Source: an optimization exercise on an open RTL-to-GDS flow (aim: small area, a short achievable clock period and few clock cycles). Production flows keep margins and buffers that such runs may drop.
Where RTL was checked, it was by simulation tests only, not by an equivalence proof against the original.
Power is estimated from default activity; no workload was simulated.

== lagoon ==
// read_bmap_row
module read_bmap_row #(
    parameter int DATA_WIDTH  = 32,
    parameter int ADDR_WIDTH  = 32,
    parameter int PIXEL_WIDTH = 16,
    parameter int PIPE_LEN    = 7     
) (
    input  logic                   aclk,
    input  logic                   areset,
    input  logic                   req,
    input  logic [ADDR_WIDTH-1:0]  fb_base_in,
    input  logic [31:0]            wmod_in,
    input  logic [31:0]            xcur_in,
    input  logic [31:0]            ycur_in,
    input  logic [31:0]            hdx_in,
    input  logic [31:0]            hdy_in,
    input  logic [31:0]            cnt_in,
    output logic                   mem_req,
    output logic                   mem_we,
    output logic [ADDR_WIDTH-1:0]  mem_addr,
    output logic [DATA_WIDTH-1:0]  mem_wdata,
    input  logic [DATA_WIDTH-1:0]  mem_rdata,
    input  logic                   mem_resp,
    output logic [PIXEL_WIDTH-1:0] pixel,
    output logic                   pix_valid,
    input  logic                   pix_ready,
    output logic                   pix_last,
    output logic                   busy,
    output logic                   done
);
Size in the first run: roughly 2300 cells after synthesis, about 440 flip-flops, about 0.025 mm2 of cells after synthesis.
==> flow/config.mk <==
export PLATFORM = sky130hd
export DESIGN_NAME = read_bmap_row
export DESIGN_NICKNAME = read_bmap_row
export VERILOG_FILES = /design/flow/design.v
export SDC_FILE = /design/flow/constraint.sdc
export NUM_CORES = 4
export LEC_CHECK = 0
export CAP_MARGIN = 20
export CORE_MARGIN = 2
export CORE_UTILIZATION = 75
export CTS_BUF_LIST = sky130_fd_sc_hd__clkbuf_8
export CTS_CLUSTER_DIAMETER = 60
export CTS_CLUSTER_SIZE = 16
export SETUP_SLACK_MARGIN = 4.5
export SLEW_MARGIN = 20
==> flow/constraint.sdc <==
create_clock -name core_clock -period 8.0 [get_ports {aclk}]
set_input_delay 1.6000 -clock core_clock [delete_from_list [all_inputs] [get_ports {aclk}]]
set_output_delay 1.6000 -clock core_clock [all_outputs]
set_load 0.01 [all_outputs]
standard.sh (not shown) runs the stock make flow with config.mk's settings and CLKGATE_MAP_FILE= SYNTH_SCRIPT=/design/flow/synth_recipe.tcl, a recipe that flattens the netlist after the stock synthesis.
==> flow/flow/run.sh <==
#!/bin/bash
# Standard layout, with the port buffers made of the smallest buffer cell.
cp standard.sh standard.sh.log.txt 2>/dev/null
export BUFFER_PORTS_ARGS="-buffer_cell sky130_fd_sc_hd__buf_1"
bash standard.sh > standard.log 2>&1
Testbench counts of lagoon, summed over its fixed seeds: cycles 30,202.
#### Input delta (raven over lagoon)
- SETUP_SLACK_MARGIN: 4.5 -> 4.3
- CORE_UTILIZATION: 75 -> 65
==> flow/flow/run.sh <==
#!/bin/bash
# Standard layout, with the port buffers made of the smallest buffer cell.
export BUFFER_PORTS_ARGS="-buffer_cell sky130_fd_sc_hd__buf_1"
bash standard.sh > standard.log 2>&1
--- outcome ---
raven finished end to end and its layout was clean on timing, DRC and antenna.
The fraction of power spent switching nets of raven falls short of that of lagoon by 0.57 points.
Compared with lagoon, raven shows a lower overall power after layout.
Changes observed in raven relative to lagoon: met1 routing resource usage after global routing -2.2 points; highest cell delay on the worst timing path now sits at about the same level; routed wirelength normalized by instance count shrank by 1.6%.
raven vs. lagoon: wire length increased 200 um, cell area after placement +0.35%.
Cmp raven vs lagoon: area growth from synthesis to layout lower in raven
Across both runs, via count was lower for raven than for lagoon.
Here is what was changed in the inputs of onyx compared with raven.
- a change of CORE_UTILIZATION from 65 to 85
- a change of SETUP_SLACK_MARGIN from 4.3 to 4.5
==> flow/flow/run.sh <==
#!/bin/bash
# Standard layout, with the port buffers made of the smallest buffer cell.
cp standard.sh standard.sh.log.txt 2>/dev/null
export BUFFER_PORTS_ARGS="-buffer_cell sky130_fd_sc_hd__buf_1"
bash standard.sh > standard.log 2>&1
## What came out
Taking raven as the reference, in onyx post-synthesis instance total comparable, basic-gate share of the synthesized area counting and, or, nand and nor cells comparable. Number of sinks driven by the clock tree: onyx vs raven identical. Placed cell area in onyx is 0.62% below raven. global routing (5_1_grt): onyx exited with error. Half-perimeter wire length after detailed placement in onyx vs raven: up 6.5%. Mean instance size in the synthesized netlist: raven vs onyx identical. Compared with raven, onyx shows a higher final estimated routing congestion in global placement. Width of the die, onyx and raven: lower on onyx. Against raven as the reference, onyx delivers a lower placed instance count. Number of standard-cell rows in the floorplan, onyx and raven: larger value in raven.
Here is what was changed in the inputs of maple compared with onyx.
- a change of CORE_UTILIZATION from 85 to 65
--- outcome ---
maple closes out successfully: all stages finished, all timing, DRC and antenna checks passed. Re number of port buffers: no difference whatsoever between onyx and maple. Diff onyx -> maple: vertical die dimension saw an increase; overall die width saw an increase; placed wire-length estimate saw a decrease. NOTE: initial standard-cell utilization of the core in maple falls short of that of onyx.
### maple -> willow
- SETUP_SLACK_MARGIN: 4.5 -> 4.7
==> flow/flow/run.sh <==
#!/bin/bash
# Standard layout, with the port buffers made of the smallest buffer cell.
export BUFFER_PORTS_ARGS="-buffer_cell sky130_fd_sc_hd__buf_1"
bash standard.sh > standard.log 2>&1
Results
willow went all the way through synthesis, placement and routing and the layout is clean on timing, DRC and antenna. maple went all the way through synthesis, placement and routing and the layout is clean on timing, DRC and antenna. Going from maple to willow, clock period minus worst slack shrinks by 0.085 ns. Relative to maple, willow degrades worst hold slack. willow leaves more setup margin than maple. Status: final sequential cell count parity (maple, willow). Of the two values seen for highest signal layer in the routed design, met5 was produced by maple and met4 by willow.
[inputs] harbor vs willow
- swapping 4.7 for 4.5 in SETUP_SLACK_MARGIN
- putting PLACE_DENSITY at 0.75 where nothing was set
==> flow/flow/run.sh <==
#!/bin/bash
# Standard layout, with the port buffers made of the smallest buffer cell.
cp standard.sh standard.sh.log.txt 2>/dev/null
export BUFFER_PORTS_ARGS="-buffer_cell sky130_fd_sc_hd__buf_1"
bash standard.sh > standard.log 2>&1
==> comparison <==
- harbor reports its uppermost signal routing layer after detailed routing as met5 while willow reports met4.
- Side by side, via density per instance turned out lower in harbor than in willow.
- Final period utilization was higher in harbor than in willow.
- The global routing met3 resource utilization reported for harbor is greater than that of willow by 0.57 points.
- For the design area, harbor came in 0.72% lower than willow did.
- ~same instance count after placement with tap cells included in willow and harbor
- Dominant kind of cell by area: multi-input combinational cells -> willow, registers -> harbor

* * *

P:
read_bmap_row, a different RTL version from the one above (not shown whole).
Size: roughly 450 flip-flops, ~350 I/O pins, about 26000 sq um of cells after synthesis.
## read_bmap_row
module read_bmap_row #(
    parameter int DATA_WIDTH  = 32,
    parameter int ADDR_WIDTH  = 32,
    parameter int PIXEL_WIDTH = 16,
    parameter int PIPE_LEN    = 8
) (
    input  logic                   aclk,
    input  logic                   areset,
    input  logic                   req,
    input  logic [ADDR_WIDTH-1:0]  fb_base_in,
    input  logic [31:0]            wmod_in,
    input  logic [31:0]            xcur_in,
    input  logic [31:0]            ycur_in,
    input  logic [31:0]            hdx_in,
    input  logic [31:0]            hdy_in,
    input  logic [31:0]            cnt_in,
    output logic                   mem_req,
    output logic                   mem_we,
    output logic [ADDR_WIDTH-1:0]  mem_addr,
    output logic [DATA_WIDTH-1:0]  mem_wdata,
    input  logic [DATA_WIDTH-1:0]  mem_rdata,
    input  logic                   mem_resp,
    output logic [PIXEL_WIDTH-1:0] pixel,
    output logic                   pix_valid,
    input  logic                   pix_ready,
    output logic                   pix_last,
    output logic                   busy,
    output logic                   done
);
Settings: LEC_CHECK=0, CAP_MARGIN=20, CORE_MARGIN=2, CORE_UTILIZATION=65, CTS_BUF_LIST=sky130_fd_sc_hd__clkbuf_4 sky130_fd_sc_hd__clkbuf_8, SLEW_MARGIN=20; clock period 8.0 ns.
run.sh (not shown) runs the stock make flow with config.mk's settings and CLKGATE_MAP_FILE= SYNTH_SCRIPT=/design/flow/synth_recipe.tcl, a recipe that flattens the netlist after the stock synthesis.
Stock flow here: none of the scripts above is used.
[inputs] Q vs P
==> flow/flow/run.sh (new file) <==
#!/bin/bash
# Standard layout, with the port buffers made of the smallest buffer cell.
cp standard.sh standard.sh.log.txt 2>/dev/null
export BUFFER_PORTS_ARGS="-buffer_cell sky130_fd_sc_hd__buf_1"
bash standard.sh > standard.log 2>&1
==> flow/standard.sh (new file) <==
#!/bin/bash
# synth_recipe.tcl (not shown) runs the flow's synth.tcl, then flattens the netlist and writes it again
# the make line also repeats each setting of config.mk as NAME=value (left out here)
make -C /OpenROAD-flow-scripts/flow DESIGN_CONFIG=/design/flow/config.mk WORK_HOME=/design/flow/orfs CLKGATE_MAP_FILE= SYNTH_SCRIPT=/design/flow/synth_recipe.tcl "${@:-finish}"
removed: flow/run.sh
Findings:
- Diff P -> Q | overall routed net length | decrease of about 5%
- Est. power | Q vs P | Q lower
- P -> Q: smallest hold slack flat
No functional check of the RTL was part of any run of this note.

* * *

read_bmap_row, a different RTL version from the one above (not shown whole).
Size: ~440 flip-flops, about 350 I/O pins, about 25,000 um2 of cells after synthesis.
==> flow/design.v (excerpt) <==
module read_bmap_row #(
    parameter int DATA_WIDTH  = 32,
    parameter int ADDR_WIDTH  = 32,
    parameter int PIXEL_WIDTH = 16,
    parameter int PIPE_LEN    = 8
) (
    input  logic                   aclk,
    input  logic                   areset,
    input  logic                   req,
    input  logic [ADDR_WIDTH-1:0]  fb_base_in,
    input  logic [31:0]            wmod_in,
    input  logic [31:0]            xcur_in,
    input  logic [31:0]            ycur_in,
    input  logic [31:0]            hdx_in,
    input  logic [31:0]            hdy_in,
    input  logic [31:0]            cnt_in,
    output logic                   mem_req,
    output logic                   mem_we,
    output logic [ADDR_WIDTH-1:0]  mem_addr,
    output logic [DATA_WIDTH-1:0]  mem_wdata,
    input  logic [DATA_WIDTH-1:0]  mem_rdata,
    input  logic                   mem_resp,
    output logic [PIXEL_WIDTH-1:0] pixel,
    output logic                   pix_valid,
    input  logic                   pix_ready,
    output logic                   pix_last,
    output logic                   busy,
    output logic                   done
);
    localparam int AW = $clog2(PIPE_LEN);
    logic        r_init;    
    logic        r_mac;     
    logic        r_slow;    
    logic        r_run;     
    logic        r_zero;    
    logic        r_drain;   
    logic        r_busy;
    logic        r_done;
    logic        r_mem_req;
    logic [31:0] r_x;       
    logic [31:0] r_y;       
    logic [31:0] r_hdx;
    logic [31:0] r_hdy;
    logic [31:0] r_w;       
    logic [31:0] r_p;       
    logic [31:0] r_r;       
    logic [31:0] r_cnt;     
  ...
==> flow/config.mk <==
export PLATFORM = sky130hd
export DESIGN_NAME = read_bmap_row
export DESIGN_NICKNAME = read_bmap_row
export VERILOG_FILES = /design/flow/design.v
export SDC_FILE = /design/flow/constraint.sdc
export NUM_CORES = 4
export LEC_CHECK = 0
export CAP_MARGIN = 20
export CORE_MARGIN = 2
export CORE_UTILIZATION = 65
export CTS_BUF_LIST = sky130_fd_sc_hd__clkbuf_4 sky130_fd_sc_hd__clkbuf_8
export SETUP_SLACK_MARGIN = 3.5
export SLEW_MARGIN = 20
==> flow/constraint.sdc <==
create_clock -name core_clock -period 8.0 [get_ports {aclk}]
set_input_delay 1.6000 -clock core_clock [delete_from_list [all_inputs] [get_ports {aclk}]]
set_output_delay 1.6000 -clock core_clock [all_outputs]
set_load 0.01 [all_outputs]
standard.sh (not shown) runs the stock make flow with config.mk's settings and CLKGATE_MAP_FILE= SYNTH_SCRIPT=/design/flow/synth_recipe.tcl, a recipe that flattens the netlist after the stock synthesis.
==> flow/flow/run.sh <==
#!/bin/bash
# Standard layout, with the port buffers made of the smallest buffer cell.
cp standard.sh standard.sh.log.txt 2>/dev/null
export BUFFER_PORTS_ARGS="-buffer_cell sky130_fd_sc_hd__buf_1"
bash standard.sh > standard.log 2>&1
Rerun with:
SETUP_SLACK_MARGIN = 4.5   (was 3.5)
Maximum frequency went up by 11%.
Worst setup slack improves by 0.44 ns.
Clock skew went up by 0.0077 ns.
Core utilization goes up by 4.4 points.
Sequential power hardly moves.
Flip-flop and latch count is unchanged.
Function was not checked in any run of this note: the RTL went through the layout flow alone.

-- what the ideal ports hide --
The flow's constraints put no driver on any port. The routed layouts listed below were extracted and timed again, unchanged, in two steps. Step 1: set_driving_cell puts a clkbuf_16 on aclk and a buf_2 on each other input, an assumption about the parent block. Step 2 adds t to the input delays and takes it off the output delays; t is the mean of the earliest and latest rising clock arrival at the registers after step 1. Input paths then give back, and output paths get back, about the clock's delay inside the block. Slacks: no drivers / after step 1 / after step 2; pairs: no drivers / after step 1.
run | shift t [ns] | setup WS [ns] | worst setup path at the end | clock arrival spread, ns
lagoon | 0.688 | 4.350 / 4.350 / 3.962 | input to register | 0.045 / 0.045
raven | 0.679 | 4.312 / 4.312 / 3.717 | input to register | 0.028 / 0.028
maple | 0.675 | 4.432 / 4.432 / 3.958 | input to register | 0.024 / 0.024
willow | 0.679 | 4.517 / 4.517 / 4.218 | input to register | 0.025 / 0.025
harbor | 0.679 | 4.441 / 4.441 / 4.056 | input to register | 0.030 / 0.030
P | 0.691 | 3.284 / 3.284 / 3.284 | register to register | 0.051 / 0.051
Q | 0.680 | 3.038 / 3.038 / 3.038 | register to register | 0.029 / 0.029
the first run of note 3 | 0.719 | 3.719 / 3.719 / 3.719 | register to register | 0.025 / 0.026
the second run of note 3 | 0.685 | 4.157 / 4.110 / 4.157 | register to register | 0.039 / 0.038
After both steps every run listed still meets setup and hold. For raven, which loses most, drivers alone change the setup slack by 0.000 ns; drivers and shift together by -0.595 ns.
